This design comes from an exercise in tuning for small area, a short achievable clock period and few clock cycles on the open sky130 flow, not from production work.
Function was checked by simulation only, so behaviour that the tests miss may differ from the original.
The clock port is modelled as an ideal driver; clocking choices that lean on that would not hold on a real chip.
Power and IR drop assume default switching activity.

==> flow/design.v <==
`timescale 1ns / 1ps
package stok_pkg;
    localparam int DefLineWidth   = 20;
    localparam int DefColumnWidth = 16;
    localparam int OutLineW       = 20;
    localparam int OutColW        = 16;
    localparam int QueueDepth     = 4;
    localparam int QueuePtrW      = $clog2(QueueDepth);
    localparam int NumKeywords    = 25;
    typedef enum logic [4:0] {
        M_IDLE, M_PEND, M_SHIFT, M_LCOMM, M_BCOMM, M_BSTAR, M_IDENT, M_ZERO,
        M_DEC, M_DOT, M_HEX, M_BIN, M_FRAC, M_EXPS, M_EXPD, M_STR, M_SESC,
        M_SHEX, M_COPEN, M_CESC, M_CHEX, M_CCLOSE, M_PRAGMA
    } t_lex_mode;
    localparam logic RK_TOKEN = 1'b0;
    localparam logic RK_TEXT  = 1'b1;
    localparam logic [6:0] TK_END     = 7'd0;
    localparam logic [6:0] TK_IDENT   = 7'd1;
    localparam logic [6:0] TK_INT     = 7'd2;
    localparam logic [6:0] TK_FLOAT   = 7'd3;
    localparam logic [6:0] TK_STR     = 7'd4;
    localparam logic [6:0] TK_CHAR    = 7'd5;
    localparam logic [6:0] TK_PRAGMA  = 7'd6;
    localparam logic [6:0] TK_ERROR   = 7'd7;
    localparam logic [6:0] TK_KW      = 7'd8;
    localparam logic [6:0] TK_LPAREN  = 7'd33;
    localparam logic [6:0] TK_RPAREN  = 7'd34;
    localparam logic [6:0] TK_LBRACE  = 7'd35;
    localparam logic [6:0] TK_RBRACE  = 7'd36;
    localparam logic [6:0] TK_LBRACK  = 7'd37;
    localparam logic [6:0] TK_RBRACK  = 7'd38;
    localparam logic [6:0] TK_COMMA   = 7'd39;
    localparam logic [6:0] TK_SEMI    = 7'd40;
    localparam logic [6:0] TK_COLON   = 7'd41;
    localparam logic [6:0] TK_DOT     = 7'd42;
    localparam logic [6:0] TK_QUEST   = 7'd43;
    localparam logic [6:0] TK_PLUS    = 7'd44;
    localparam logic [6:0] TK_INC     = 7'd45;
    localparam logic [6:0] TK_ADD_EQ  = 7'd46;
    localparam logic [6:0] TK_MINUS   = 7'd47;
    localparam logic [6:0] TK_ARROW   = 7'd48;
    localparam logic [6:0] TK_DECR    = 7'd49;
    localparam logic [6:0] TK_SUB_EQ  = 7'd50;
    localparam logic [6:0] TK_STAR    = 7'd51;
    localparam logic [6:0] TK_MUL_EQ  = 7'd52;
    localparam logic [6:0] TK_SLASH   = 7'd53;
    localparam logic [6:0] TK_DIV_EQ  = 7'd54;
    localparam logic [6:0] TK_PERCENT = 7'd55;
    localparam logic [6:0] TK_MOD_EQ  = 7'd56;
    localparam logic [6:0] TK_AMP     = 7'd57;
    localparam logic [6:0] TK_LAND    = 7'd58;
    localparam logic [6:0] TK_AND_EQ  = 7'd59;
    localparam logic [6:0] TK_PIPE    = 7'd60;
    localparam logic [6:0] TK_LOR     = 7'd61;
    localparam logic [6:0] TK_OR_EQ   = 7'd62;
    localparam logic [6:0] TK_CARET   = 7'd63;
    localparam logic [6:0] TK_XOR_EQ  = 7'd64;
    localparam logic [6:0] TK_TILDE   = 7'd65;
    localparam logic [6:0] TK_BANG    = 7'd66;
    localparam logic [6:0] TK_NE      = 7'd67;
    localparam logic [6:0] TK_LT      = 7'd68;
    localparam logic [6:0] TK_SHL     = 7'd69;
    localparam logic [6:0] TK_SHL_EQ  = 7'd70;
    localparam logic [6:0] TK_LE      = 7'd71;
    localparam logic [6:0] TK_GT      = 7'd72;
    localparam logic [6:0] TK_SHR     = 7'd73;
    localparam logic [6:0] TK_SHR_EQ  = 7'd74;
    localparam logic [6:0] TK_GE      = 7'd75;
    localparam logic [6:0] TK_ASSIGN  = 7'd76;
    localparam logic [6:0] TK_EQ      = 7'd77;
    function automatic logic is_alpha(input logic [7:0] c);
        is_alpha = (c >= "a" && c <= "z") || (c >= "A" && c <= "Z");
    endfunction
    function automatic logic is_digit(input logic [7:0] c);
        is_digit = c >= "0" && c <= "9";
    endfunction
    function automatic logic is_hex(input logic [7:0] c);
        is_hex = is_digit(c) || (c >= "a" && c <= "f") || (c >= "A" && c <= "F");
    endfunction
    function automatic logic [3:0] hex_val(input logic [7:0] c);
        logic [7:0] r;
        if (is_digit(c)) begin
            r = c - "0";
        end else if (c >= "a" && c <= "f") begin
            r = c - "a" + 8'd10;
        end else begin
            r = c - "A" + 8'd10;
        end
        hex_val = r[3:0];
    endfunction
    function automatic logic is_blank(input logic [7:0] c);
        is_blank = c == " " || c == 8'h09 || c == 8'h0D || c == 8'h0A;
    endfunction
    function automatic logic [6:0] op_now(input logic [7:0] c);
        logic [6:0] r;
        case (c)
            "(":     r = TK_LPAREN;
            ")":     r = TK_RPAREN;
            "{":     r = TK_LBRACE;
            "}":     r = TK_RBRACE;
            "[":     r = TK_LBRACK;
            "]":     r = TK_RBRACK;
            ",":     r = TK_COMMA;
            ";":     r = TK_SEMI;
            ":":     r = TK_COLON;
            ".":     r = TK_DOT;
            "?":     r = TK_QUEST;
            "~":     r = TK_TILDE;
            default: r = TK_END;
        endcase
        op_now = r;
    endfunction
    function automatic logic [6:0] op_alone(input logic [7:0] f);
        logic [6:0] r;
        case (f)
            "+":     r = TK_PLUS;
            "-":     r = TK_MINUS;
            "*":     r = TK_STAR;
            "/":     r = TK_SLASH;
            "%":     r = TK_PERCENT;
            "&":     r = TK_AMP;
            "|":     r = TK_PIPE;
            "^":     r = TK_CARET;
            "!":     r = TK_BANG;
            "<":     r = TK_LT;
            ">":     r = TK_GT;
            "=":     r = TK_ASSIGN;
            default: r = TK_END;
        endcase
        op_alone = r;
    endfunction
    function automatic logic [6:0] op_pair(input logic [7:0] f, input logic [7:0] b);
        logic [6:0] r;
        case (f)
            "+":     r = b == "+" ? TK_INC : b == "=" ? TK_ADD_EQ : TK_END;
            "-":     r = b == ">" ? TK_ARROW : b == "-" ? TK_DECR
                       : b == "=" ? TK_SUB_EQ : TK_END;
            "*":     r = b == "=" ? TK_MUL_EQ : TK_END;
            "/":     r = b == "=" ? TK_DIV_EQ : TK_END;
            "%":     r = b == "=" ? TK_MOD_EQ : TK_END;
            "&":     r = b == "&" ? TK_LAND : b == "=" ? TK_AND_EQ : TK_END;
            "|":     r = b == "|" ? TK_LOR : b == "=" ? TK_OR_EQ : TK_END;
            "^":     r = b == "=" ? TK_XOR_EQ : TK_END;
            "!":     r = b == "=" ? TK_NE : TK_END;
            "<":     r = b == "=" ? TK_LE : TK_END;
            ">":     r = b == "=" ? TK_GE : TK_END;
            "=":     r = b == "=" ? TK_EQ : TK_END;
            default: r = TK_END;
        endcase
        op_pair = r;
    endfunction
    function automatic logic [7:0] esc_code(input logic [7:0] e);
        logic [7:0] r;
        case (e)
            "n":     r = 8'h0A;
            "t":     r = 8'h09;
            "r":     r = 8'h0D;
            "0":     r = 8'h00;
            default: r = e;
        endcase
        esc_code = r;
    endfunction
endpackage
module stok_add #(
    parameter int W = 64
) (
    input  logic [W-1:0] i_a,
    input  logic [W-1:0] i_b,
    input  logic         i_ci,
    output logic [W:0]   o_s
);
    logic [W-1:0] p, g, gg, pp;
    logic [W:0]   c;
    always_comb begin
        p  = i_a ^ i_b;
        g  = i_a & i_b;
        gg = g;
        pp = p;
        for (int d = 1; d < W; d = d * 2) begin
            for (int i = 2 * d - 1; i < W; i = i + 2 * d) begin
                gg[i] = gg[i] | (pp[i] & gg[i - d]);
                pp[i] = pp[i] & pp[i - d];
            end
        end
        for (int d = W / 2; d >= 1; d = d / 2) begin
            for (int i = 3 * d - 1; i < W; i = i + 2 * d) begin
                gg[i] = gg[i] | (pp[i] & gg[i - d]);
                pp[i] = pp[i] & pp[i - d];
            end
        end
        c[0] = i_ci;
        for (int i = 0; i < W; i = i + 1) c[i + 1] = gg[i] | (pp[i] & i_ci);
        for (int i = 0; i < W; i = i + 1) o_s[i] = p[i] ^ c[i];
        o_s[W] = c[W];
    end
endmodule
`timescale 1ns / 1ps
module source_tokenizer_unit (
    input  logic        i_clk,
    input  logic        i_rst_n,
    input  logic        i_in_valid,
    input  logic [7:0]  i_src_byte,
    input  logic        i_end_of_input,
    output logic        o_in_stall,
    output logic        o_out_valid,
    output logic        o_result_kind,
    output logic [6:0]  o_token_kind,
    output logic [63:0] o_token_value,
    output logic [19:0] o_start_line,
    output logic [15:0] o_start_column,
    output logic        o_unterminated,
    output logic        o_last_of_run,
    input  logic        i_out_stall
);
    localparam logic [4:0] M_DOT2   = 5'd23;
    localparam logic [4:0] M_DOTTOK = 5'd24;
    logic       r_av, r_ae, r_sv, r_se;
    logic [7:0] r_ab, r_sb;
    logic [4:0]  r_mode;
    logic [19:0] r_tl, r_line;
    logic [15:0] r_tc, r_col;  
    logic        r_c1;         
    logic        r_tpend;    
    logic [63:0] r_acc;      
    logic        r_sat;      
    logic [24:0] r_kw;
    logic [3:0]  r_wl;
    logic        r_escd;
    logic        r_ov, r_ork, r_oun, r_olast, r_ovacc;
    logic [6:0]  r_otk;
    logic [7:0]  r_ovb;
    logic en, step, consume, a_free;
    assign en   = !(r_ov && i_out_stall);
    assign step = r_av && en;
    logic [7:0]  b;
    logic        eoi;
    logic [24:0] kw_first, kw_next;
    logic [6:0]  kind_now;
    assign b   = r_ab;
    assign eoi = r_ae;
    always_comb begin
        kw_first[0] = (b == "f");
        kw_first[1] = (b == "r");
        kw_first[2] = (b == "i");
        kw_first[3] = (b == "e");
        kw_first[4] = (b == "w");
        kw_first[5] = (b == "d");
        kw_first[6] = (b == "f");
        kw_first[7] = (b == "b");
        kw_first[8] = (b == "c");
        kw_first[9] = (b == "s");
        kw_first[10] = (b == "p");
        kw_first[11] = (b == "i");
        kw_first[12] = (b == "c");
        kw_first[13] = (b == "s");
        kw_first[14] = (b == "e");
        kw_first[15] = (b == "c");
        kw_first[16] = (b == "n");
        kw_first[17] = (b == "d");
        kw_first[18] = (b == "n");
        kw_first[19] = (b == "t");
        kw_first[20] = (b == "f");
        kw_first[21] = (b == "e");
        kw_first[22] = (b == "v");
        kw_first[23] = (b == "s");
        kw_first[24] = (b == "w");
        case (r_wl)
            4'd1: kw_next[0] = r_kw[0] && (b == "n");
            default: kw_next[0] = 1'b0;
        endcase
        case (r_wl)
            4'd1: kw_next[1] = r_kw[1] && (b == "e");
            4'd2: kw_next[1] = r_kw[1] && (b == "t");
            4'd3: kw_next[1] = r_kw[1] && (b == "u");
            4'd4: kw_next[1] = r_kw[1] && (b == "r");
            4'd5: kw_next[1] = r_kw[1] && (b == "n");
            default: kw_next[1] = 1'b0;
        endcase
        case (r_wl)
            4'd1: kw_next[2] = r_kw[2] && (b == "f");
            default: kw_next[2] = 1'b0;
        endcase
        case (r_wl)
            4'd1: kw_next[3] = r_kw[3] && (b == "l");
            4'd2: kw_next[3] = r_kw[3] && (b == "s");
            4'd3: kw_next[3] = r_kw[3] && (b == "e");
            default: kw_next[3] = 1'b0;
        endcase
        case (r_wl)
            4'd1: kw_next[4] = r_kw[4] && (b == "h");
            4'd2: kw_next[4] = r_kw[4] && (b == "i");
            4'd3: kw_next[4] = r_kw[4] && (b == "l");
            4'd4: kw_next[4] = r_kw[4] && (b == "e");
            default: kw_next[4] = 1'b0;
        endcase
        case (r_wl)
            4'd1: kw_next[5] = r_kw[5] && (b == "o");
            default: kw_next[5] = 1'b0;
        endcase
        case (r_wl)
            4'd1: kw_next[6] = r_kw[6] && (b == "o");
            4'd2: kw_next[6] = r_kw[6] && (b == "r");
            default: kw_next[6] = 1'b0;
        endcase
        case (r_wl)
            4'd1: kw_next[7] = r_kw[7] && (b == "r");
            4'd2: kw_next[7] = r_kw[7] && (b == "e");
            4'd3: kw_next[7] = r_kw[7] && (b == "a");
            4'd4: kw_next[7] = r_kw[7] && (b == "k");
            default: kw_next[7] = 1'b0;
        endcase
        case (r_wl)
            4'd1: kw_next[8] = r_kw[8] && (b == "o");
            4'd2: kw_next[8] = r_kw[8] && (b == "n");
            4'd3: kw_next[8] = r_kw[8] && (b == "t");
            4'd4: kw_next[8] = r_kw[8] && (b == "i");
            4'd5: kw_next[8] = r_kw[8] && (b == "n");
            4'd6: kw_next[8] = r_kw[8] && (b == "u");
            4'd7: kw_next[8] = r_kw[8] && (b == "e");
            default: kw_next[8] = 1'b0;
        endcase
        case (r_wl)
            4'd1: kw_next[9] = r_kw[9] && (b == "t");
            4'd2: kw_next[9] = r_kw[9] && (b == "r");
            4'd3: kw_next[9] = r_kw[9] && (b == "u");
            4'd4: kw_next[9] = r_kw[9] && (b == "c");
            4'd5: kw_next[9] = r_kw[9] && (b == "t");
            default: kw_next[9] = 1'b0;
        endcase
        case (r_wl)
            4'd1: kw_next[10] = r_kw[10] && (b == "r");
            4'd2: kw_next[10] = r_kw[10] && (b == "o");
            4'd3: kw_next[10] = r_kw[10] && (b == "t");
            4'd4: kw_next[10] = r_kw[10] && (b == "o");
            4'd5: kw_next[10] = r_kw[10] && (b == "c");
            4'd6: kw_next[10] = r_kw[10] && (b == "o");
            4'd7: kw_next[10] = r_kw[10] && (b == "l");
            default: kw_next[10] = 1'b0;
        endcase
        case (r_wl)
            4'd1: kw_next[11] = r_kw[11] && (b == "m");
            4'd2: kw_next[11] = r_kw[11] && (b == "p");
            4'd3: kw_next[11] = r_kw[11] && (b == "l");
            default: kw_next[11] = 1'b0;
        endcase
        case (r_wl)
            4'd1: kw_next[12] = r_kw[12] && (b == "o");
            4'd2: kw_next[12] = r_kw[12] && (b == "m");
            4'd3: kw_next[12] = r_kw[12] && (b == "p");
            4'd4: kw_next[12] = r_kw[12] && (b == "o");
            4'd5: kw_next[12] = r_kw[12] && (b == "n");
            4'd6: kw_next[12] = r_kw[12] && (b == "e");
            4'd7: kw_next[12] = r_kw[12] && (b == "n");
            4'd8: kw_next[12] = r_kw[12] && (b == "t");
            default: kw_next[12] = 1'b0;
        endcase
        case (r_wl)
            4'd1: kw_next[13] = r_kw[13] && (b == "y");
            4'd2: kw_next[13] = r_kw[13] && (b == "s");
            4'd3: kw_next[13] = r_kw[13] && (b == "t");
            4'd4: kw_next[13] = r_kw[13] && (b == "e");
            4'd5: kw_next[13] = r_kw[13] && (b == "m");
            default: kw_next[13] = 1'b0;
        endcase
        case (r_wl)
            4'd1: kw_next[14] = r_kw[14] && (b == "x");
            4'd2: kw_next[14] = r_kw[14] && (b == "t");
            4'd3: kw_next[14] = r_kw[14] && (b == "e");
            4'd4: kw_next[14] = r_kw[14] && (b == "r");
            4'd5: kw_next[14] = r_kw[14] && (b == "n");
            default: kw_next[14] = 1'b0;
        endcase
        case (r_wl)
            4'd1: kw_next[15] = r_kw[15] && (b == "o");
            4'd2: kw_next[15] = r_kw[15] && (b == "n");
            4'd3: kw_next[15] = r_kw[15] && (b == "s");
            4'd4: kw_next[15] = r_kw[15] && (b == "t");
            default: kw_next[15] = 1'b0;
        endcase
        case (r_wl)
            4'd1: kw_next[16] = r_kw[16] && (b == "e");
            4'd2: kw_next[16] = r_kw[16] && (b == "w");
            default: kw_next[16] = 1'b0;
        endcase
        case (r_wl)
            4'd1: kw_next[17] = r_kw[17] && (b == "e");
            4'd2: kw_next[17] = r_kw[17] && (b == "l");
            4'd3: kw_next[17] = r_kw[17] && (b == "e");
            4'd4: kw_next[17] = r_kw[17] && (b == "t");
            4'd5: kw_next[17] = r_kw[17] && (b == "e");
            default: kw_next[17] = 1'b0;
        endcase
        case (r_wl)
            4'd1: kw_next[18] = r_kw[18] && (b == "u");
            4'd2: kw_next[18] = r_kw[18] && (b == "l");
            4'd3: kw_next[18] = r_kw[18] && (b == "l");
            default: kw_next[18] = 1'b0;
        endcase
        case (r_wl)
            4'd1: kw_next[19] = r_kw[19] && (b == "r");
            4'd2: kw_next[19] = r_kw[19] && (b == "u");
            4'd3: kw_next[19] = r_kw[19] && (b == "e");
            default: kw_next[19] = 1'b0;
        endcase
        case (r_wl)
            4'd1: kw_next[20] = r_kw[20] && (b == "a");
            4'd2: kw_next[20] = r_kw[20] && (b == "l");
            4'd3: kw_next[20] = r_kw[20] && (b == "s");
            4'd4: kw_next[20] = r_kw[20] && (b == "e");
            default: kw_next[20] = 1'b0;
        endcase
        case (r_wl)
            4'd1: kw_next[21] = r_kw[21] && (b == "n");
            4'd2: kw_next[21] = r_kw[21] && (b == "t");
            default: kw_next[21] = 1'b0;
        endcase
        case (r_wl)
            4'd1: kw_next[22] = r_kw[22] && (b == "o");
            4'd2: kw_next[22] = r_kw[22] && (b == "i");
            4'd3: kw_next[22] = r_kw[22] && (b == "d");
            default: kw_next[22] = 1'b0;
        endcase
        case (r_wl)
            4'd1: kw_next[23] = r_kw[23] && (b == "i");
            4'd2: kw_next[23] = r_kw[23] && (b == "z");
            4'd3: kw_next[23] = r_kw[23] && (b == "e");
            4'd4: kw_next[23] = r_kw[23] && (b == "o");
            4'd5: kw_next[23] = r_kw[23] && (b == "f");
            default: kw_next[23] = 1'b0;
        endcase
        case (r_wl)
            4'd1: kw_next[24] = r_kw[24] && (b == "o");
            4'd2: kw_next[24] = r_kw[24] && (b == "r");
            4'd3: kw_next[24] = r_kw[24] && (b == "l");
            4'd4: kw_next[24] = r_kw[24] && (b == "d");
            default: kw_next[24] = 1'b0;
        endcase
        kind_now = 7'd0;
        kind_now = kind_now | ((r_kw[24] && r_wl == 4'd5) ? 7'd32 : 7'd0);
        kind_now = kind_now | ((r_kw[23] && r_wl == 4'd6) ? 7'd31 : 7'd0);
        kind_now = kind_now | ((r_kw[22] && r_wl == 4'd4) ? 7'd30 : 7'd0);
        kind_now = kind_now | ((r_kw[21] && r_wl == 4'd3) ? 7'd29 : 7'd0);
        kind_now = kind_now | ((r_kw[20] && r_wl == 4'd5) ? 7'd28 : 7'd0);
        kind_now = kind_now | ((r_kw[19] && r_wl == 4'd4) ? 7'd27 : 7'd0);
        kind_now = kind_now | ((r_kw[18] && r_wl == 4'd4) ? 7'd26 : 7'd0);
        kind_now = kind_now | ((r_kw[17] && r_wl == 4'd6) ? 7'd25 : 7'd0);
        kind_now = kind_now | ((r_kw[16] && r_wl == 4'd3) ? 7'd24 : 7'd0);
        kind_now = kind_now | ((r_kw[15] && r_wl == 4'd5) ? 7'd23 : 7'd0);
        kind_now = kind_now | ((r_kw[14] && r_wl == 4'd6) ? 7'd22 : 7'd0);
        kind_now = kind_now | ((r_kw[13] && r_wl == 4'd6) ? 7'd21 : 7'd0);
        kind_now = kind_now | ((r_kw[12] && r_wl == 4'd9) ? 7'd20 : 7'd0);
        kind_now = kind_now | ((r_kw[11] && r_wl == 4'd4) ? 7'd19 : 7'd0);
        kind_now = kind_now | ((r_kw[10] && r_wl == 4'd8) ? 7'd18 : 7'd0);
        kind_now = kind_now | ((r_kw[9] && r_wl == 4'd6) ? 7'd17 : 7'd0);
        kind_now = kind_now | ((r_kw[8] && r_wl == 4'd8) ? 7'd16 : 7'd0);
        kind_now = kind_now | ((r_kw[7] && r_wl == 4'd5) ? 7'd15 : 7'd0);
        kind_now = kind_now | ((r_kw[6] && r_wl == 4'd3) ? 7'd14 : 7'd0);
        kind_now = kind_now | ((r_kw[5] && r_wl == 4'd2) ? 7'd13 : 7'd0);
        kind_now = kind_now | ((r_kw[4] && r_wl == 4'd5) ? 7'd12 : 7'd0);
        kind_now = kind_now | ((r_kw[3] && r_wl == 4'd4) ? 7'd11 : 7'd0);
        kind_now = kind_now | ((r_kw[2] && r_wl == 4'd2) ? 7'd10 : 7'd0);
        kind_now = kind_now | ((r_kw[1] && r_wl == 4'd6) ? 7'd9 : 7'd0);
        kind_now = kind_now | ((r_kw[0] && r_wl == 4'd2) ? 7'd8 : 7'd0);
        if (kind_now == 7'd0) kind_now = stok_pkg::TK_IDENT;
    end
    logic c_blank, c_alpha, c_digit, c_hex, c_idch, c_zero_idle;
    logic [3:0] c_hv;
    logic [6:0] c_opnow, c_opal;
    always_comb begin
        c_blank = stok_pkg::is_blank(b);
        c_alpha = stok_pkg::is_alpha(b) || b == "_";
        c_digit = stok_pkg::is_digit(b);
        c_hex   = stok_pkg::is_hex(b);
        c_idch  = c_alpha || c_digit;
        c_hv    = b[6] ? b[3:0] + 4'd9 : b[3:0];
        c_opnow = stok_pkg::op_now(b);
        c_opal  = stok_pkg::op_alone(b);
        c_zero_idle = c_blank || b == "\"" || b == "'" || b == "#" || c_opal != stok_pkg::TK_END;
    end
    always_comb begin
        case ({r_acc[1:0], b[2:0]})
            5'd0: lo4 = 4'd0;
            5'd1: lo4 = 4'd1;
            5'd2: lo4 = 4'd2;
            5'd3: lo4 = 4'd3;
            5'd4: lo4 = 4'd4;
            5'd5: lo4 = 4'd5;
            5'd6: lo4 = 4'd6;
            5'd7: lo4 = 4'd7;
            5'd8: lo4 = 4'd2;
            5'd9: lo4 = 4'd3;
            5'd10: lo4 = 4'd4;
            5'd11: lo4 = 4'd5;
            5'd12: lo4 = 4'd6;
            5'd13: lo4 = 4'd7;
            5'd14: lo4 = 4'd8;
            5'd15: lo4 = 4'd9;
            5'd16: lo4 = 4'd4;
            5'd17: lo4 = 4'd5;
            5'd18: lo4 = 4'd6;
            5'd19: lo4 = 4'd7;
            5'd20: lo4 = 4'd8;
            5'd21: lo4 = 4'd9;
            5'd22: lo4 = 4'd10;
            5'd23: lo4 = 4'd11;
            5'd24: lo4 = 4'd6;
            5'd25: lo4 = 4'd7;
            5'd26: lo4 = 4'd8;
            5'd27: lo4 = 4'd9;
            5'd28: lo4 = 4'd10;
            5'd29: lo4 = 4'd11;
            5'd30: lo4 = 4'd12;
            5'd31: lo4 = 4'd13;
            default: lo4 = 4'd0;
        endcase
    end
    assign add_ci = b[3] | lo4[3];
    stok_add #(.W(64)) u_add (
        .i_a (r_acc),
        .i_b ({2'd0, r_acc[63:2]}),
        .i_ci(add_ci),
        .o_s (sum65)
    );
    logic [4:0]  s_mode;
    logic        s_done, s_emit, s_rk, s_un, s_last, s_vacc;
    logic [6:0]  s_tk;
    logic [7:0]  s_vb;
    logic [1:0]  s_tsel;    
    logic        s_tpend;
    logic [63:0] s_acc;
    logic        s_sat;
    logic [24:0] s_kw;
    logic [3:0]  s_wl;
    logic        s_escd;
    logic        s_eol;     
    logic [7:0]  f;
    logic [6:0]  k;
    logic [67:0] m;
    logic [3:0]  lo4;
    logic [64:0] sum65;
    logic        add_ci;
    logic [7:0]  e;
    logic        cl, cl_vacc, cl_un, tx;
    logic [6:0]  cl_tk;
    logic [7:0]  tx_v;
    always_comb begin
        s_mode  = r_mode;
        s_done  = 1'b1;
        s_emit  = 1'b0;
        s_rk    = stok_pkg::RK_TOKEN;
        s_tk    = stok_pkg::TK_END;
        s_un    = 1'b0;
        s_last  = 1'b1;
        s_vacc  = 1'b0;
        s_vb    = 8'd0;
        s_tsel  = r_tpend ? 2'd2 : 2'd0;
        s_tpend = 1'b0;
        s_acc   = r_acc;
        s_sat   = r_sat;
        s_kw    = r_kw;
        s_wl    = r_wl;
        s_escd  = r_escd;
        s_eol   = 1'b0;
        f       = r_acc[7:0];
        k       = stok_pkg::TK_END;
        m       = 68'd0;
        e       = 8'd0;
        cl      = 1'b0;
        cl_tk   = stok_pkg::TK_END;
        cl_vacc = 1'b0;
        cl_un   = 1'b0;
        tx      = 1'b0;
        tx_v    = 8'd0;
        case (r_mode)
            stok_pkg::M_IDLE, stok_pkg::M_LCOMM, stok_pkg::M_BCOMM, stok_pkg::M_BSTAR: begin
                if (r_mode == stok_pkg::M_IDLE) s_tsel = 2'd1;
                if (eoi) begin
                    s_tsel = 2'd1;
                    s_emit = 1'b1; s_tk = stok_pkg::TK_END; s_mode = stok_pkg::M_IDLE; s_eol = 1'b1;
                end else if (r_mode == stok_pkg::M_LCOMM) begin
                    if (b == 8'h0A) s_mode = stok_pkg::M_IDLE;
                end else if (r_mode == stok_pkg::M_BCOMM) begin
                    if (b == "*") s_mode = stok_pkg::M_BSTAR;
                end else if (r_mode == stok_pkg::M_BSTAR) begin
                    if (b == "/") s_mode = stok_pkg::M_IDLE;
                    else if (b != "*") s_mode = stok_pkg::M_BCOMM;
                end else if (c_blank) begin
                    s_mode = stok_pkg::M_IDLE;
                end else if (c_alpha) begin
                    s_mode = stok_pkg::M_IDENT;
                    s_kw = kw_first;
                    s_wl = 4'd1;
                    begin tx = 1'b1; tx_v = b; end
                end else if (c_digit) begin
                    s_acc = {60'd0, b[3:0]};
                    s_sat = 1'b0;
                    s_mode = (b == "0") ? stok_pkg::M_ZERO : stok_pkg::M_DEC;
                    begin tx = 1'b1; tx_v = b; end
                end else if (b == "\"") begin
                    s_mode = stok_pkg::M_STR;
                end else if (b == "'") begin
                    s_mode = stok_pkg::M_COPEN;
                end else if (b == "#") begin
                    s_mode = stok_pkg::M_PRAGMA;
                end else if (c_opnow != stok_pkg::TK_END) begin
                    s_emit = 1'b1; s_tk = c_opnow;
                end else if (c_opal != stok_pkg::TK_END) begin
                    s_acc[7:0] = b;
                    s_mode = stok_pkg::M_PEND;
                end else begin
                    s_emit = 1'b1; s_tk = stok_pkg::TK_ERROR; s_vb = b; s_un = 1'b1;
                end
            end
            stok_pkg::M_PEND: begin
                k = stok_pkg::op_pair(f, b);
                if (eoi) begin
                    begin cl = 1'b1; cl_tk = stok_pkg::op_alone(f); cl_vacc = 1'b0; cl_un = 1'b0; end
                end else if (f == "/" && b == "/") begin
                    s_mode = stok_pkg::M_LCOMM;
                end else if (f == "/" && b == "*") begin
                    s_mode = stok_pkg::M_BCOMM;
                end else if ((f == "<" || f == ">") && b == f) begin
                    s_mode = stok_pkg::M_SHIFT;
                end else if (k != stok_pkg::TK_END) begin
                    s_emit = 1'b1; s_tk = k; s_mode = stok_pkg::M_IDLE;
                end else begin
                    begin cl = 1'b1; cl_tk = stok_pkg::op_alone(f); cl_vacc = 1'b0; cl_un = 1'b0; end
                end
            end
            stok_pkg::M_SHIFT: begin
                if (!eoi && b == "=") begin
                    s_emit = 1'b1; s_tk = (f == "<") ? stok_pkg::TK_SHL_EQ : stok_pkg::TK_SHR_EQ; s_mode = stok_pkg::M_IDLE;
                end else begin
                    begin cl = 1'b1; cl_tk = (f == "<") ? stok_pkg::TK_SHL : stok_pkg::TK_SHR; cl_vacc = 1'b0; cl_un = 1'b0; end
                end
            end
            stok_pkg::M_IDENT: begin
                if (!eoi && c_idch) begin
                    s_kw = kw_next;
                    s_wl = s_wl + 4'd1;
                    begin tx = 1'b1; tx_v = b; end
                end else begin
                    begin cl = 1'b1; cl_tk = kind_now; cl_vacc = 1'b0; cl_un = 1'b0; end
                end
            end
            stok_pkg::M_ZERO, stok_pkg::M_DEC: begin
                m = {sum65, lo4[2:0]};
                if (eoi) begin
                    begin cl = 1'b1; cl_tk = stok_pkg::TK_INT; cl_vacc = 1'b1; cl_un = 1'b0; end
                end else if (r_mode == stok_pkg::M_ZERO && (b == "x" || b == "X")) begin
                    s_mode = stok_pkg::M_HEX;
                    begin tx = 1'b1; tx_v = b; end
                end else if (r_mode == stok_pkg::M_ZERO && (b == "b" || b == "B")) begin
                    s_mode = stok_pkg::M_BIN;
                    begin tx = 1'b1; tx_v = b; end
                end else if (c_digit) begin
                    s_mode = stok_pkg::M_DEC;
                    s_acc = m[63:0];
                    s_sat = r_sat || m[67:64] != 4'd0;
                    begin tx = 1'b1; tx_v = b; end
                end else if (b == ".") begin
                    s_mode = stok_pkg::M_DOT;
                end else if (b == "e" || b == "E") begin
                    s_mode = stok_pkg::M_EXPS;
                    begin tx = 1'b1; tx_v = b; end
                end else begin
                    begin cl = 1'b1; cl_tk = stok_pkg::TK_INT; cl_vacc = 1'b1; cl_un = 1'b0; end
                end
            end
            stok_pkg::M_DOT: begin
                if (!eoi && c_digit) begin
                    begin tx = 1'b1; tx_v = 8'h2E; end
                    s_last = 1'b0;
                    s_done = 1'b0;
                    s_mode = M_DOT2;
                end else begin
                    s_emit = 1'b1; s_tk = stok_pkg::TK_INT; s_vacc = 1'b1; s_last = 1'b0;
                    s_done = 1'b0;
                    s_mode = M_DOTTOK;
                end
            end
            M_DOT2: begin
                begin tx = 1'b1; tx_v = b; end
                s_mode = stok_pkg::M_FRAC;
            end
            M_DOTTOK: begin
                s_tsel = 2'd2;
                begin cl = 1'b1; cl_tk = stok_pkg::TK_DOT; cl_vacc = 1'b0; cl_un = 1'b0; end
            end
            stok_pkg::M_HEX: begin
                if (!eoi && c_hex) begin
                    s_sat = r_sat || r_acc[63:60] != 4'd0;
                    s_acc = {r_acc[59:0], c_hv};
                    begin tx = 1'b1; tx_v = b; end
                end else begin
                    begin cl = 1'b1; cl_tk = stok_pkg::TK_INT; cl_vacc = 1'b1; cl_un = 1'b0; end
                end
            end
            stok_pkg::M_BIN: begin
                if (!eoi && (b == "0" || b == "1")) begin
                    s_sat = r_sat || r_acc[63];
                    s_acc = {r_acc[62:0], b[0]};
                    begin tx = 1'b1; tx_v = b; end
                end else begin
                    begin cl = 1'b1; cl_tk = stok_pkg::TK_INT; cl_vacc = 1'b1; cl_un = 1'b0; end
                end
            end
            stok_pkg::M_FRAC, stok_pkg::M_EXPS, stok_pkg::M_EXPD: begin
                if (!eoi && c_digit) begin
                    if (r_mode == stok_pkg::M_EXPS) s_mode = stok_pkg::M_EXPD;
                    begin tx = 1'b1; tx_v = b; end
                end else if (!eoi && r_mode == stok_pkg::M_FRAC && (b == "e" || b == "E")) begin
                    s_mode = stok_pkg::M_EXPS;
                    begin tx = 1'b1; tx_v = b; end
                end else if (!eoi && r_mode == stok_pkg::M_EXPS && (b == "+" || b == "-")) begin
                    s_mode = stok_pkg::M_EXPD;
                    begin tx = 1'b1; tx_v = b; end
                end else begin
                    begin cl = 1'b1; cl_tk = stok_pkg::TK_FLOAT; cl_vacc = 1'b0; cl_un = 1'b0; end
                end
            end
            stok_pkg::M_STR: begin
                if (eoi) begin
                    begin cl = 1'b1; cl_tk = stok_pkg::TK_STR; cl_vacc = 1'b0; cl_un = 1'b1; end
                end else if (b == "\"") begin
                    s_emit = 1'b1; s_tk = stok_pkg::TK_STR; s_mode = stok_pkg::M_IDLE;
                end else if (b == "\\") begin
                    s_mode = stok_pkg::M_SESC;
                end else begin
                    begin tx = 1'b1; tx_v = b; end
                end
            end
            stok_pkg::M_SESC: begin
                if (eoi) begin
                    begin cl = 1'b1; cl_tk = stok_pkg::TK_STR; cl_vacc = 1'b0; cl_un = 1'b1; end
                end else if (b == "x") begin
                    s_acc = 64'd0;
                    s_sat = 1'b0;
                    s_escd = 1'b0;
                    s_mode = stok_pkg::M_SHEX;
                end else begin
                    begin tx = 1'b1; tx_v = stok_pkg::esc_code(b); end
                    s_mode = stok_pkg::M_STR;
                end
            end
            stok_pkg::M_SHEX: begin
                e = {r_acc[3:0], c_hv};
                if (!eoi && c_hex) begin
                    s_acc = {r_acc[59:0], c_hv};
                    s_escd = 1'b1;
                    if (r_escd) begin
                        s_emit = 1'b1; s_rk = stok_pkg::RK_TEXT; s_vacc = 1'b1;
                        s_mode = stok_pkg::M_STR;
                    end
                end else begin
                    s_emit = 1'b1; s_rk = stok_pkg::RK_TEXT; s_vacc = 1'b1;
                    if (!eoi && b == "\\") begin
                        s_mode = stok_pkg::M_SESC;
                    end else begin
                        s_mode = stok_pkg::M_STR;
                        s_done = 1'b0;
                        s_last = 1'b0;
                    end
                end
            end
            stok_pkg::M_COPEN, stok_pkg::M_CESC: begin
                if (eoi) begin
                    begin cl = 1'b1; cl_tk = stok_pkg::TK_CHAR; cl_vacc = 1'b0; cl_un = 1'b1; end
                end else if (r_mode == stok_pkg::M_COPEN && b == "\\") begin
                    s_mode = stok_pkg::M_CESC;
                end else if (r_mode == stok_pkg::M_CESC && b == "x") begin
                    s_acc = 64'd0;
                    s_sat = 1'b0;
                    s_escd = 1'b0;
                    s_mode = stok_pkg::M_CHEX;
                end else begin
                    s_acc = {56'd0, (r_mode == stok_pkg::M_CESC) ? stok_pkg::esc_code(b) : b};
                    s_sat = 1'b0;
                    s_mode = stok_pkg::M_CCLOSE;
                end
            end
            stok_pkg::M_CHEX: begin
                e = {r_acc[3:0], c_hv};
                if (!eoi && c_hex) begin
                    s_acc = {r_acc[59:0], c_hv};
                    s_escd = 1'b1;
                    if (r_escd) s_mode = stok_pkg::M_CCLOSE;
                end else if (!eoi && b == "'") begin
                    s_emit = 1'b1; s_tk = stok_pkg::TK_CHAR; s_vacc = 1'b1; s_mode = stok_pkg::M_IDLE;
                end else begin
                    begin cl = 1'b1; cl_tk = stok_pkg::TK_CHAR; cl_vacc = 1'b1; cl_un = 1'b1; end
                end
            end
            stok_pkg::M_CCLOSE: begin
                if (!eoi && b == "'") begin
                    s_emit = 1'b1; s_tk = stok_pkg::TK_CHAR; s_vacc = 1'b1; s_mode = stok_pkg::M_IDLE;
                end else begin
                    begin cl = 1'b1; cl_tk = stok_pkg::TK_CHAR; cl_vacc = 1'b1; cl_un = 1'b1; end
                end
            end
            stok_pkg::M_PRAGMA: begin
                if (eoi) begin
                    begin cl = 1'b1; cl_tk = stok_pkg::TK_PRAGMA; cl_vacc = 1'b0; cl_un = 1'b0; end
                end else if (b == 8'h0A) begin
                    s_emit = 1'b1; s_tk = stok_pkg::TK_PRAGMA; s_mode = stok_pkg::M_IDLE;
                end else begin
                    begin tx = 1'b1; tx_v = b; end
                end
            end
            default: begin
                s_mode = stok_pkg::M_IDLE;
                s_done = 1'b0;
            end
        endcase
        if (tx) begin
            s_emit = 1'b1; s_rk = stok_pkg::RK_TEXT; s_tk = stok_pkg::TK_END; s_vb = tx_v;
        end
        if (cl) begin
            s_emit = 1'b1; s_rk = stok_pkg::RK_TOKEN; s_tk = cl_tk; s_vacc = cl_vacc;
            s_un = cl_un; s_mode = stok_pkg::M_IDLE;
            if (eoi) begin
                s_done = 1'b0; s_last = 1'b0;
            end else begin
                s_last = c_zero_idle;
                if (c_blank) begin
                    s_done = 1'b1;
                end else if (b == "\"") begin
                    s_done = 1'b1; s_mode = stok_pkg::M_STR; s_tpend = 1'b1;
                end else if (b == "'") begin
                    s_done = 1'b1; s_mode = stok_pkg::M_COPEN; s_tpend = 1'b1;
                end else if (b == "#") begin
                    s_done = 1'b1; s_mode = stok_pkg::M_PRAGMA; s_tpend = 1'b1;
                end else if (c_opal != stok_pkg::TK_END && !cl_vacc) begin
                    s_done = 1'b1; s_mode = stok_pkg::M_PEND; s_tpend = 1'b1;
                    s_acc[7:0] = b;
                end else begin
                    s_done = 1'b0;
                end
            end
        end
    end
    logic [15:0] ccol, col_inc;
    logic [19:0] line_inc;
    always_comb begin
        for (int i = 0; i < 16; i = i + 1) col_inc[i] = r_col[i] ^ (&(r_col | ~((16'd1 << i) - 16'd1)));
        for (int i = 0; i < 20; i = i + 1) line_inc[i] = r_line[i] ^ (&(r_line | ~((20'd1 << i) - 20'd1)));
        ccol = r_c1 ? 16'd1 : ((&r_col) ? r_col : col_inc);
    end
    assign consume = step && s_done;
    assign a_free  = !r_av || (s_done && !r_ov) || (s_done && !i_out_stall);
    always_ff @(posedge i_clk) begin
        if (!i_rst_n) begin
            r_av <= 1'b0;
            r_sv <= 1'b0;
        end else begin
            if (a_free) r_av <= r_sv || i_in_valid;
            r_sv <= !a_free && (r_sv || i_in_valid);
        end
    end
    always_ff @(posedge i_clk) begin
        if (!r_sv) begin
            r_sb <= i_src_byte;
            r_se <= i_end_of_input;
        end
        if (a_free) begin
            r_ab <= r_sv ? r_sb : i_src_byte;
            r_ae <= r_sv ? r_se : i_end_of_input;
        end
    end
    assign o_in_stall = r_sv;
    always_ff @(posedge i_clk) begin
        if (!i_rst_n) begin
            r_mode  <= stok_pkg::M_IDLE;
            r_line  <= 20'd1;
            r_c1    <= 1'b1;
            r_tpend <= 1'b0;
            r_ov    <= 1'b0;
        end else if (en) begin
            r_ov <= step && s_emit;
            if (step) begin
                r_mode  <= s_mode;
                r_tpend <= s_tpend;
                if (s_done) begin
                    r_col <= ccol;
                    r_c1  <= s_eol || b == 8'h0A;
                    if (s_eol) begin
                        r_line <= 20'd1;
                    end else if (b == 8'h0A && !(&r_line)) begin
                        r_line <= line_inc;
                    end
                end
            end
        end
    end
    always_ff @(posedge i_clk) begin
        if (step) begin
            r_acc  <= s_acc;
            r_sat  <= s_sat;
            r_kw   <= s_kw;
            r_wl   <= s_wl;
            r_escd <= s_escd;
            case (s_tsel)
                2'd1: begin r_tl <= r_line; r_tc <= ccol; end
                2'd2: begin r_tl <= r_line; r_tc <= r_col; end
                default: ;
            endcase
            r_ork   <= s_rk;
            r_otk   <= s_tk;
            r_oun   <= s_un;
            r_olast <= s_last;
            r_ovacc <= s_vacc;
            r_ovb   <= s_vb;
        end
    end
    assign o_out_valid    = r_ov;
    assign o_result_kind  = r_ork;
    assign o_token_kind   = r_otk;
    assign o_token_value  = r_ovacc ? (r_acc | {64{r_sat}}) : {56'd0, r_ovb};
    assign o_start_line   = r_tl;
    assign o_start_column = r_tc;
    assign o_unterminated = r_oun;
    assign o_last_of_run  = r_olast;
endmodule
==> flow/flow/run.sh <==
#!/bin/bash
set -euo pipefail
HERE=$(pwd)
RES=$HERE/orfs/results/$FLOW_PLATFORM/source_tokenizer_unit/base
OPT=$HERE/opt
mkdir -p "$OPT"

# $1: stage (3_place or 4_cts); $2: latency allowance added to the period
rounds() {
  local stage=$1 lat=$2
  cp "$RES/$stage.odb" "$OPT/${stage}_0.odb"
  STAGE=$stage RES="$RES" IN="$OPT/${stage}_0.odb" OUT="$OPT/${stage}_0.odb" STEP=0 \
    openroad -no_splash -exit "$HERE/flow/opt_round.tcl" > "$HERE/log_${stage}_round0.txt" 2>&1
  local best=0 bestq
  bestq=$(awk -v l="$lat" '{ printf "%.6f", $1 * (12 - $2 + l) }' "$OPT/${stage}_0.odb.m")
  local i prev q
  for i in $(seq 1 12); do
    prev=$((i - 1))
    STAGE=$stage RES="$RES" IN="$OPT/${stage}_$prev.odb" OUT="$OPT/${stage}_$i.odb" STEP=0.2 \
      openroad -no_splash -exit "$HERE/flow/opt_round.tcl" > "$HERE/log_${stage}_round$i.txt" 2>&1
    q=$(awk -v l="$lat" '{ printf "%.6f", $1 * (12 - $2 + l) }' "$OPT/${stage}_$i.odb.m")
    echo "$stage round $i: $(cat "$OPT/${stage}_$i.odb.m") proxy $q (best $bestq)" >> "$HERE/log_rounds.txt"
    if awk -v a="$q" -v b="$bestq" 'BEGIN { exit !(a < b * 0.998) }'; then
      best=$i; bestq=$q
    else
      break
    fi
  done
  echo "$stage: keeping round $best" >> "$HERE/log_rounds.txt"
  cp "$OPT/${stage}_$best.odb" "$RES/$stage.odb"
}

bash standard.sh synth floorplan place > "$HERE/log_std_place.txt" 2>&1
rounds 3_place 0.35
bash standard.sh cts > "$HERE/log_std_cts.txt" 2>&1
rounds 4_cts 0
bash standard.sh > "$HERE/log_std_finish.txt" 2>&1
==> flow/flow/opt_round.tcl <==
# One round of setup repair on a placed (or clock-tree) stage's design: aim
# STEP above the worst slack, legalise, and write the design and its cell area
# and worst slack (to OUT.m). With STEP 0 only the port buffers are set to the
# smallest buffer (placement stage) and the design is measured.
set stage $::env(STAGE)
set res $::env(RES)
set plat $::env(FLOW_HOME)/platforms/$::env(FLOW_PLATFORM)
read_liberty $plat/lib/sky130_fd_sc_hd__tt_025C_1v80.lib
read_db $::env(IN)
read_sdc $res/$stage.sdc
source $plat/setRC.tcl
set_dont_use {sky130_fd_sc_hd__probe_p_8 sky130_fd_sc_hd__probec_p_8 sky130_fd_sc_hd__lpflow_*}
if { $stage == "4_cts" } {
  set_propagated_clock [all_clocks]
}
set step $::env(STEP)
if { $step == 0 } {
  if { $stage == "3_place" } {
    # the port buffers that buffer_ports chose are larger than the ports
    # need; start them at the smallest buffer and let the repair size them up
    set n 0
    foreach inst [[ord::get_db_block] getInsts] {
      set name [$inst getName]
      if { [regexp {^(input|output)[0-9]+$} $name]
           && [[$inst getMaster] getName] == "sky130_fd_sc_hd__clkdlybuf4s50_1" } {
        replace_cell $name sky130_fd_sc_hd__buf_1
        incr n
      }
    }
    puts "port buffers resized: $n"
    estimate_parasitics -placement
    repair_design
  }
} else {
  estimate_parasitics -placement
  set ws [sta::time_sta_ui [sta::worst_slack_cmd max]]
  set target [expr { $ws + $step }]
  puts "worst slack $ws, aiming at $target"
  repair_timing -setup -setup_margin $target -skip_gate_cloning
  if { $stage == "4_cts" } {
    repair_timing -hold -hold_margin 0.1
  }
  detailed_placement
  check_placement -verbose
}
estimate_parasitics -placement
set ws [sta::time_sta_ui [sta::worst_slack_cmd max]]
set area [rsz::design_area]
set area_um [expr { $area * 1e12 }]
report_worst_slack -max
report_worst_slack -min
report_design_area
set f [open "$::env(OUT).m" w]
puts $f "$area_um $ws"
close $f
write_db $::env(OUT)
==> flow/standard.sh <==
#!/bin/bash
# synth_recipe.tcl (not shown) runs the flow's synth.tcl, then flattens the netlist and writes it again
# the make line also repeats each setting of config.mk as NAME=value (left out here)
make -C /OpenROAD-flow-scripts/flow DESIGN_CONFIG=/design/flow/config.mk WORK_HOME=/design/flow/orfs CLKGATE_MAP_FILE= SYNTH_SCRIPT=/design/flow/synth_recipe.tcl "${@:-finish}"
==> flow/config.mk <==
export PLATFORM = sky130hd
export DESIGN_NAME = source_tokenizer_unit
export DESIGN_NICKNAME = source_tokenizer_unit
export VERILOG_FILES = /design/flow/design.v
export SDC_FILE = /design/flow/constraint.sdc
export NUM_CORES = 4
export LEC_CHECK = 0
export CAP_MARGIN = 20
export CORE_MARGIN = 2
export CORE_UTILIZATION = 60
export PLACE_DENSITY = 0.75
export SLEW_MARGIN = 20
==> flow/constraint.sdc <==
create_clock -name core_clock -period 12.0 [get_ports {i_clk}]
set_input_delay 2.4000 -clock core_clock [delete_from_list [all_inputs] [get_ports {i_clk}]]
set_output_delay 2.4000 -clock core_clock [all_outputs]
set_load 0.01 [all_outputs]
==> results of run 1 <==
[metrics by stage]
stage	area [sq um]	cells	hold WS [ns]	setup WS, ns	util, %
2_1_floorplan	17000	1999	0.423	5.36	-
3_3_place_gp	18400	2388	0.453	6.64	65.9
3_5_place_dp	18400	2389	0.458	6.61	66.0
4_1_cts	18700	2449	0.473	7.56	67.1
5_1_grt	19100	2477	0.487	7.73	68.5
6_report	19100	2479	0.470	7.67	68.5
[cells by family (layout without fill, tap and decap cells)]
family / after synthesis / after routing / synth area share (%)
flops: 214 / 214 / 35.5
xor+xnor: 70 / 70 / 3.61
mux: 26 / 26 / 1.61
fa+ha+maj: 86 / 86 / 6.37
simple gates: 753 / 753 / 22.3
buf+inv: 164 / 264 / 3.85
other cells: 0 / 2 / 0
compound gates: 686 / 686 / 26.8
[routing by layer]
metal / track usage, % / vias up
li1: - / 7819
met1: 53.7 / 8365
met2: 61.5 / 1498
met3: 9.82 / 299
met4: 18.9 / 0
met5: 0 / -
[layout make-up]
cell class / count / area (sq um)
fillers: 2286 / 8780
clock buffers: 32 / 662
clock inverters: 13 / 114
inverters: 31 / 120
diodes: 2 / 5.00
flip-flops and latches: 214 / 6040
multi-input cells: 1621 / 10500
repair buffers: 188 / 1130
well taps: 378 / 473
[flip-flops by register name, indices dropped and copies added, names as in the netlist, 4 cells and up]
| signal | count |
|---|---|
| r_ab | 8 |
| r_acc | 64 |
| r_col | 16 |
| r_kw | 25 |
| r_line | 20 |
| r_mode | 5 |
| r_otk | 7 |
| r_ovb | 8 |
| r_sb | 8 |
| r_tc | 16 |
| r_tl | 20 |
| r_wl | 4 |
[layout by cell type, fill, tap and decap left out, types with 20 or more instances in the layout]
cell type  Yosys  layout
o21a_1        62      62
a21oi_1      133     126
and2_1        20      20
buf_4          2      48
a211oi_1      25      25
o31ai_1       25      25
nand4_1       31      31
buf_1         12     111
edfxtp_1     175     175
a21o_1        21      21
inv_1         31      28
clkbuf_16      0      25
dfxtp_1       39      39
nor3_1        40      38
nor2_1       203     197
a22oi_1       67      67
nand3_1       78      78
nor2b_1       26      26
o21ai_0      170     169
nand2b_1      26      26
xor2_1        41      41
ha_1          85      81
xnor2_1       29      29
nand2_1      193     190
[how the worst max path moves through the flow]
stage	from	end	slack, ns
after CTS	r_ovacc$_DFFE_PP_	o_token_value[5]	7.56
after floorplan	i_out_stall	r_acc[10]$_DFFE_PP_	5.36
after detailed placement	i_out_stall	r_acc[17]$_DFFE_PP_	6.61
after global routing	r_ab[0]$_DFFE_PP_	r_line[10]$_SDFFE_PN0P_	7.73
after global placement	i_out_stall	r_acc[17]$_DFFE_PP_	6.64
final	r_ab[6]$_DFFE_PP_	r_acc[0]$_DFFE_PP_	7.67
[power groups by stage]
stage | Sequential [uW] | Combinational, uW | Clock (uW)
final | 1190 | 2180 | 737
after global routing | 1210 | 2320 | 765
after CTS | 1230 | 1960 | 737
after detailed placement | 1240 | 1990 | 0
after global placement | 1230 | 1950 | 0
after floorplan | 1160 | 1400 | 0
==> summary.txt, run 1 <==
Outcome
  • Outcome: timing/DRC/antenna clean

CTS
  • TritonCTS clock tree: done
  • CTS resizes: 0
  • Clk slew on worst S/H paths: 0.06 ns
  • H-tree depth: 1
  • Clock root cell: clkbuf_16
  • CTS Hold Bufs: 0
  • Setup repair bufs after CTS: 0
  • Max clock buf depth: 3
  • Cts bufs inserted: 25
  • Clk sinks: 214
  • Clock Latency Late Sink: 0.56 ns

Synthesis
  • Largest cells by area after synthesis: edfxtp_1 31%, ha_1 6.3%, o21ai_0 5.0%, dfxtp_1 4.6%, nor2_1 4.5%
  • Most frequent cell after synthesis: nor2_1
  • Post-Syn Area: 17,000 sq um
  • Sequential area share after synthesis: 35.5%
  • Async set-or-reset flop fraction in the synthesized netlist: 0%
  • Top-area cell type share of the netlist area: 30.9%
  • Top cells by count, synth: 203 x nor2_1, 193 x nand2_1, 175 x edfxtp_1
  • EDFF count, synth: 175
  • Post-synth top area cell: edfxtp_1
  • Number of synthesis warnings: 2
  • Main flop type after synthesis: edfxtp_1
  • Yosys reg bits: 214
  • Syn_nets: 2,098
  • Synthesized area per cell: 8.51 sq um
  • Library cells used by synthesis: 92
  • Mapped Cells: 1,999

Hold path
  • Min-delay src: r_sb[3]$_DFF_P_
  • Hold EP: r_sb[3]$_DFF_P_
  • Hold Path Depth: 1
  • Worst Hold Class: flop to flop

Route
  • M1 WL: 23.0 mm
  • Wire length per cell: 24.8 microns
  • Final ANT Viol Nets: 0
  • DR pass1 iterations: 7
  • Residual DRC count: 0
  • Vias per inst: 7.25
  • Total Wirelength: 61.5 mm
  • Top Metal Used: met4
  • Met2 wire len: 27.0 mm
  • Total number of vias: 18,000
  • Initial DRC count: 3,164
  • Met3 WL post-DR: 8.21 mm

Final layout
  • NumNets Final: 2,180
  • Layout cells sized above 1: 9.05%
  • P&R area growth vs syn: 12.2%

Pwr
  • Sequential share of power: 29.0%
  • Gate power share: 53.0%
  • Worst vdd rail ir drop: 0.127 mV
  • Overall power: 4110 uW
  • Leakage: 0.00688 uW
  • Int Pwr: 2200 uW
  • P per Cell Area: 215 nW/um^2
  • Clk pwr share: 17.9%
  • Switch share: 46.6%
  • Net switching power: 1910 uW

STA
  • Final setup fails: 0
  • Max Slew Vio Count: 0
  • Highest clock rate: 231 MHz
  • Worst Max-Slew Pin Slew: 1.07 ns
  • Skew final: 0.0172 ns
  • Setup TNS: 0 ns
  • Rel. slew slack: 28.6%
  • Tmin final: 4.33 ns
  • RSZ-0062 raised after global routing: no
  • Final period utilization: 36.1%
  • Final hold violations: 0

Setup path
  • Worst EP required: 12.28 ns
  • Crit Path Class: flop to flop
  • Crit-path max cell delay: 0.76 ns
  • Reg-to-reg setup timing slack: 7.67 ns
  • Reg2reg end: r_acc[0]$_DFFE_PP_
  • Reg2Reg Depth: 10
  • Max FO, Critical Path: 15
  • Worst flop-to-flop path startpoint: r_ab[6]$_DFFE_PP_
  • CP Depth: 10
  • Cell Chain, Critical Path: clkbuf_8 -> nor3b_1 -> o21a_1 -> o2111ai_2 -> o21ai_1 -> a21oi_1 -> or3_1 -> or2_1 -> a221oi_1 -> o22ai_1
  • CP max stage cell: nor3b_1
  • Number of buffer and inverter stages on the critical path: 1
  • CP startpoint kind: flop
  • Critical path endpoint category: flop
  • Worst path top cell family by delay: simple AND/OR/NAND/NOR gates
  • Worst Path Arrival: 4.62 ns

GRT
  • Vias in the first global route: 16,600
  • First-pass GRT wire length: 93.4 mm
  • GRT overflow: 0
  • Largest net degree at the start of global routing: 66
  • Total Routing Usage GR: 40.2%
  • Antenna violations before repair: 2

Die
  • Chip Height: 172 microns
  • Total die area: 29,700 sq um
  • Row cnt: 61
  • Core box area: 27,900 sq um
  • Die width: 172 microns
  • Initial core utilization: 61.0%
  • Top-Level Pins: 125

Placement
  • Gpl congestion: 1.05
  • DP HPWL: 40.7 mm
  • Port bufs: 124

Run
  • Max Cap Viol: 0
Testbench counts, summed over its fixed seeds: cycles 24,942.
==> run 2, diff against run 1 <==
--- a/flow/flow/run.sh
+++ b/flow/flow/run.sh
@@ -28,10 +28,13 @@
   done
   echo "$stage: keeping round $best" >> "$HERE/log_rounds.txt"
   cp "$OPT/${stage}_$best.odb" "$RES/$stage.odb"
+  cp "$OPT/${stage}_$best.odb.m" "$OPT/${stage}_kept.m"
 }
 
 bash standard.sh synth floorplan place > "$HERE/log_std_place.txt" 2>&1
 rounds 3_place 0.35
 bash standard.sh cts > "$HERE/log_std_cts.txt" 2>&1
 rounds 4_cts 0
-bash standard.sh > "$HERE/log_std_finish.txt" 2>&1
+GRT_MARGIN=$(awk '{ printf "%.3f", $2 - 0.1 }' "$OPT/4_cts_kept.m")
+echo "global route repair margin: $GRT_MARGIN" >> "$HERE/log_rounds.txt"
+SETUP_SLACK_MARGIN=$GRT_MARGIN SKIP_GATE_CLONING=1 bash standard.sh > "$HERE/log_std_finish.txt" 2>&1
==> summary.txt, run 2 <==
Outcome
  • Outcome: timing/DRC/antenna clean

Final layout
  • Finished Layout Cells: 2,495
  • Most common cell after layout, fill and taps aside: nor2_1
  • Largest Register: r_acc
  • Final Cell Area: 19,200 sq um
  • Most frequent cells in the layout: 197 x nor2_1, 190 x nand2_1, 175 x edfxtp_1
  • Max reg flops: 64
  • P&R area growth vs syn: 13.1%
  • NumNets Final: 2,196
  • Layout cells sized above 1: 9.83%
  • Biggest regs: r_acc: 64 flops, r_kw: 25 flops

Placement
  • Port bufs: 124
  • Gpl congestion: 1.05
  • DP HPWL: 40.7 mm
  • Placed cell areas: 18,400 sq um
  • DP Cell Count: 2,389

STA
  • Worst hold slack: 0.470 ns
  • Highest clock rate: 243 MHz
  • Final hold violations: 0
  • Setup TNS: 0 ns
  • Rel. slew slack: 26.8%
  • Final setup fails: 0
  • Skew final: 0.0185 ns
  • RSZ-0062 raised after global routing: no
  • Max Slew Vio Count: 0
  • Worst Max-Slew Pin Slew: 1.10 ns
  • Final period utilization: 34.3%
  • Tmin final: 4.12 ns

Setup path
  • Max FO, Critical Path: 14
  • Crit-path max cell delay: 0.52 ns
  • Critical path endpoint category: flop
  • Cell mode on critical path: o21ai_0
  • Worst Path Arrival: 4.40 ns
  • Number of buffer and inverter stages on the critical path: 1
  • Cell Chain, Critical Path: inv_2 -> ha_4 -> nand3b_1 -> nor4bb_2 -> a21oi_1 -> and3_1 -> o21bai_1 -> a2111o_1 -> o211a_2 -> or2_1 -> o21ai_0 -> o21ai_0
  • CP max stage cell: a2111o_1
  • Worst EP required: 12.28 ns
  • CP startpoint kind: flop
  • Crit Path Class: flop to flop
  • Worst path top cell family by delay: compound AO/OA/AOI/OAI gates

CTS
  • TritonCTS clock tree: done
  • Clk slew on worst S/H paths: 0.06 ns
  • Clk sinks: 214
  • H-tree depth: 1
  • Clock root cell: clkbuf_16
  • Max clock buf depth: 3
  • Clock Latency Late Sink: 0.56 ns
  • Cts bufs inserted: 25
  • CTS Hold Bufs: 0

Route
  • Residual DRC count: 0
  • Total number of vias: 18,100
  • Wire length per cell: 24.8 microns
  • Final ANT Viol Nets: 0
  • Initial DRC count: 3,148
  • Vias per inst: 7.27
  • DR pass1 iterations: 9
  • Total Wirelength: 61.8 mm

Hold path
  • Worst Hold Class: flop to flop

Synthesis
  • Async set-or-reset flop fraction in the synthesized netlist: 0%
  • Syn_nets: 2,098
  • Number of synthesis warnings: 2
  • Post-Syn Area: 17,000 sq um
  • Synthesized area per cell: 8.51 sq um
  • Sequential area share after synthesis: 35.5%
  • Yosys reg bits: 214
  • Most frequent cell after synthesis: nor2_1
  • Library cells used by synthesis: 92
  • Largest cells by area after synthesis: edfxtp_1 31%, ha_1 6.3%, o21ai_0 5.0%, dfxtp_1 4.6%, nor2_1 4.5%
  • Post-synth top area cell: edfxtp_1
  • Mapped Cells: 1,999
  • Main flop type after synthesis: edfxtp_1
  • EDFF count, synth: 175
  • Top cells by count, synth: 203 x nor2_1, 193 x nand2_1, 175 x edfxtp_1
  • Top-area cell type share of the netlist area: 30.9%

Pwr
  • Worst vdd rail ir drop: 0.129 mV
  • P per Cell Area: 215 nW/um^2
  • Overall power: 4140 uW
  • Leakage: 0.00697 uW

Die
  • Total die area: 29,700 sq um
  • Die width: 172 microns
  • Chip Height: 172 microns
  • Top-Level Pins: 125
  • Initial core utilization: 61.0%
  • Row cnt: 61
  • Core box area: 27,900 sq um

Run
  • Max Cap Viol: 0

GRT
  • Vias in the first global route: 16,600
  • Total Routing Usage GR: 40.2%
  • Antenna violations before repair: 2
  • First-pass GRT wire length: 93.4 mm
  • Largest net degree at the start of global routing: 66
  • GRT overflow: 0
run 2: area by class of cell:
class	instances	area, sq um
diodes	2	5.00
well taps	378	473
repair buffers	204	1270
flip-flops and latches	214	6040
clock inverters	13	114
multi-input cells	1621	10600
fillers	2270	8630
clock buffers	32	662
inverters	31	120
run 2: metal layers:
metal | track usage [%] | up-vias | wire, microns
met5 | 0 | - | 0
met4 | 18.9 | 0 | 3470
met3 | 9.82 | 320 | 7950
met2 | 61.5 | 1474 | 26900
met1 | 53.7 | 8483 | 23500
li1 | - | 7863 | -
run 2: through the flow:
stage / util (%) / setup WS, ns
floorplan: - / 5.36
global placement: 65.9 / 6.64
detailed placement: 66.0 / 6.61
CTS: 67.1 / 7.56
global route: 69.0 / 7.81
finish: 69.0 / 7.88
run 2: logic make-up after synthesis:
| kind of cell | Yosys count | synth area share [%] |
|---|---|---|
| AOI/OAI and AO/OA | 686 | 26.8 |
| xor gates and xnor gates | 70 | 3.61 |
| adders and majority gates | 86 | 6.37 |
| buffers and inverters | 164 | 3.85 |
| DFF | 214 | 35.5 |
| muxes | 26 | 1.61 |
| and+or+nand+nor | 753 | 22.3 |
run 2: path summary, 6_finish.rpt:
path                          start            endpoint  slack (ns)  cells after the start
setup reg to reg  r_ab[1]$_DFFE_PP_  r_acc[4]$_DFFE_PP_        7.88                     12
setup / recovery  r_ab[1]$_DFFE_PP_  r_acc[4]$_DFFE_PP_        7.88                     12
hold reg to reg     r_sb[3]$_DFF_P_     r_sb[3]$_DFF_P_        0.47                      1
hold / removal      r_sb[3]$_DFF_P_     r_sb[3]$_DFF_P_        0.47                      1
run 2: report_power, final:
group	switching [uW]	internal, uW
logic	1450	779
clock network	324	414
registers	156	1020
run 2: timing repair:
item / 4_1_cts / 5_1_grt
hold endpoints to repair: 0 / 0
gates resized for setup: 0 / 4
buffers inserted: 0 / 16
setup endpoints to repair: 0 / 8
==> run 3, diff against run 2 <==
--- a/flow/config.mk
+++ b/flow/config.mk
@@ -7,6 +7,5 @@
 export LEC_CHECK = 0
 export CAP_MARGIN = 20
 export CORE_MARGIN = 2
-export CORE_UTILIZATION = 60
-export PLACE_DENSITY = 0.75
+export CORE_UTILIZATION = 40
 export SLEW_MARGIN = 20
==> summary.txt, run 3 <==
GRT
  • Total Routing Usage GR: 28.1%
  • Vias in the first global route: 16,800
  • Antenna violations before repair: 0
  • GRT overflow: 0
  • Largest net degree at the start of global routing: 66
  • First-pass GRT wire length: 98.1 mm

Synthesis
  • Async set-or-reset flop fraction in the synthesized netlist: 0%
  • Most frequent cell after synthesis: nor2_1
  • Mapped Cells: 1,999
  • Library cells used by synthesis: 92
  • Main flop type after synthesis: edfxtp_1
  • Sequential area share after synthesis: 35.5%
  • Post-Syn Area: 17,000 sq um
  • Post-synth top area cell: edfxtp_1
  • Number of synthesis warnings: 2
  • Synthesized area per cell: 8.51 sq um
  • Yosys reg bits: 214
  • Syn_nets: 2,098
  • Top-area cell type share of the netlist area: 30.9%
  • Top cells by count, synth: 203 x nor2_1, 193 x nand2_1, 175 x edfxtp_1
  • Largest cells by area after synthesis: edfxtp_1 31%, ha_1 6.3%, o21ai_0 5.0%, dfxtp_1 4.6%, nor2_1 4.5%
  • EDFF count, synth: 175

STA
  • Slack of the critical path: 7.86 ns
  • Tmin final: 4.14 ns
  • RSZ-0062 raised after global routing: no
  • Rel. slew slack: 32.6%
  • Skew final: 0.0170 ns
  • Max Slew Vio Count: 0
  • Final hold violations: 0
  • Final setup fails: 0
  • Highest clock rate: 242 MHz
  • Final period utilization: 34.5%
  • Worst Max-Slew Pin Slew: 1.01 ns
  • Setup TNS: 0 ns

Final layout
  • Layout cells sized above 1: 10.2%
  • NumNets Final: 2,206
  • Biggest regs: r_acc: 64 flops, r_kw: 25 flops
  • Largest Register: r_acc
  • P&R area growth vs syn: 15.0%
  • Max reg flops: 64
  • Ant diodes: 0
  • Finished Layout Cells: 2,667
  • FILL cells: 4,162
  • Most frequent cells in the layout: 198 x nor2_1, 190 x nand2_1, 175 x edfxtp_1
  • Most common cell after layout, fill and taps aside: nor2_1

CTS
  • Clk slew on worst S/H paths: 0.06 ns
  • Clock root cell: clkbuf_16
  • Max clock buf depth: 3
  • Clock Latency Late Sink: 0.57 ns
  • Cts bufs inserted: 27
  • TritonCTS clock tree: done
  • Clk sinks: 214
  • H-tree depth: 1

Die
  • Initial core utilization: 40.5%
  • Top-Level Pins: 125
  • Die width: 210 microns
  • Row cnt: 75
  • Core box area: 41,900 sq um
  • Total die area: 44,200 sq um
  • Chip Height: 210 microns

Pwr
  • Overall power: 4210 uW
  • Leakage: 0.00706 uW
  • Worst vdd rail ir drop: 0.142 mV
  • P per Cell Area: 215 nW/um^2

Placement
  • Gpl congestion: 0.990
  • DP HPWL: 43.4 mm
  • Port bufs: 124
  • Pre-CTS setup slack: 6.55 ns
  • DP Cell Count: 2,554

Route
  • Wire length per cell: 23.7 microns
  • Residual DRC count: 0
  • Vias per inst: 6.45
  • Final ANT Viol Nets: 0
  • Total number of vias: 17,200
  • DR pass1 iterations: 9
  • Total Wirelength: 63.3 mm
  • Initial DRC count: 1,869

Setup path
  • Critical path endpoint category: flop
  • Worst EP required: 12.29 ns
  • Worst Path Arrival: 4.43 ns
  • Crit Path Class: flop to flop
  • Max FO, Critical Path: 17
  • CP startpoint kind: flop

Hold path
  • Worst Hold Class: flop to flop

Run
  • Max Cap Viol: 0

Outcome
  • Outcome: timing/DRC/antenna clean
-- run 3: cell counts after synthesis --
No cell type changed its count.
-- run 3: timing repair --
action / CTS / global route
endpoints found under the setup margin: 0 / 62
resized for setup: 0 / 6
setup buffers: 0 / 1
hold buffers: 0 / 0
-- run 3: path summary, 6_finish.rpt --
| path | from | end | slack (ns) | depth (start not counted) |
|---|---|---|---|---|
| setup / recovery | r_ab[1]$_DFFE_PP_ | r_acc[4]$_DFFE_PP_ | 7.86 | 12 |
| hold / removal | r_sb[6]$_DFF_P_ | r_sb[6]$_DFF_P_ | 0.48 | 1 |
| setup reg to reg | r_ab[1]$_DFFE_PP_ | r_acc[4]$_DFFE_PP_ | 7.86 | 12 |
| hold reg to reg | r_sb[6]$_DFF_P_ | r_sb[6]$_DFF_P_ | 0.48 | 1 |
-- run 3: power breakdown --
part / leakage, uW / total, uW / internal, uW / switching, uW
combinational: 0.00463 / 2210 / 796 / 1410
sequential: 0.00200 / 1190 / 1020 / 165
clock: 0.000434 / 815 / 472 / 343
-- run 3: logic make-up (layout without fill, tap and decap cells) --
| logic type | count (synthesis) | in the layout | share of synthesized area (%) |
|---|---|---|---|
| simple gates | 753 | 753 | 22.3 |
| compound gates | 686 | 686 | 26.8 |
| flops | 214 | 214 | 35.5 |
| buf+inv | 164 | 293 | 3.85 |
| fa+ha+maj | 86 | 86 | 6.37 |
| xor+xnor | 70 | 70 | 3.61 |
| mux | 26 | 26 | 1.61 |
-- run 3: critical path, stage by stage, from the launching register on --
cell and delay (ns):
edfxtp_1 0.51, buf_4 0.26, ha_4 0.28, or3b_1 0.42, a2111oi_4 0.49, a211oi_1 0.12, nand2_1 0.18, o211ai_1 0.16
a2111o_1 0.44, o211a_1 0.40, or2_1 0.32, o21ai_0 0.18, o21ai_0 0.11
-- run 3: metal layers --
metal	up-vias	global-route usage [%]	wire (microns)
met5	-	0	0
met4	0	11.5	2940
met3	190	3.93	4870
met2	838	46.6	29500
met1	8303	36.8	25900
li1	7872	-	-
-- run 3: cell type report --
class | instances | area (sq um) | share of cell area, %
clock buffers | 35 | 798 | 4.08
flip-flops and latches | 214 | 6040 | 30.9
clock inverters | 15 | 106 | 0.544
repair buffers | 212 | 1330 | 6.78
inverters | 31 | 123 | 0.627
well taps | 539 | 674 | 3.45
multi-input cells | 1621 | 10500 | 53.6
-- run 3: stage by stage --
step	util [%]	hold slack (ns)	cell area, sq um
6_report	46.6	0.475	19600
5_1_grt	46.6	0.498	19600
4_1_cts	45.7	0.476	19200
3_5_place_dp	44.4	0.462	18600
3_3_place_gp	44.4	0.455	18600
2_1_floorplan	-	0.423	17000

[afterwards: timing with drivers on the ports]
The results above use ideal ports. As a check the final layouts listed here were re-extracted and re-timed, cells and wires unchanged.
Step 1 sets driving cells, clkbuf_16 on the clock port and buf_2 on the other inputs (assumed; they add their load-dependent delay and slew).
Step 2 moves the port delays by t, midway between the first and last clock arrival at a register: inputs arrive t later, outputs are due t later. That takes back most of the time a late clock gives input paths.
a / b / c = ideal ports / drivers / drivers and shift; a / b = the first two.
run	t, ns	slack for setup (ns)	hold slack, ns	latest minus earliest clock arrival (ns)
run 1	0.607	7.666 / 7.666 / 7.666	0.470 / 0.470 / 0.470	0.018 / 0.017
run 2	0.607	7.882 / 7.836 / 7.728	0.470 / 0.470 / 0.470	0.019 / 0.019
run 3	0.621	7.864 / 7.864 / 7.863	0.475 / 0.475 / 0.475	0.017 / 0.017
After both steps setup and hold are still met in every run listed. The setup slack of run 2, which loses most, moves by -0.046 ns with the drivers and by -0.154 ns with both steps.
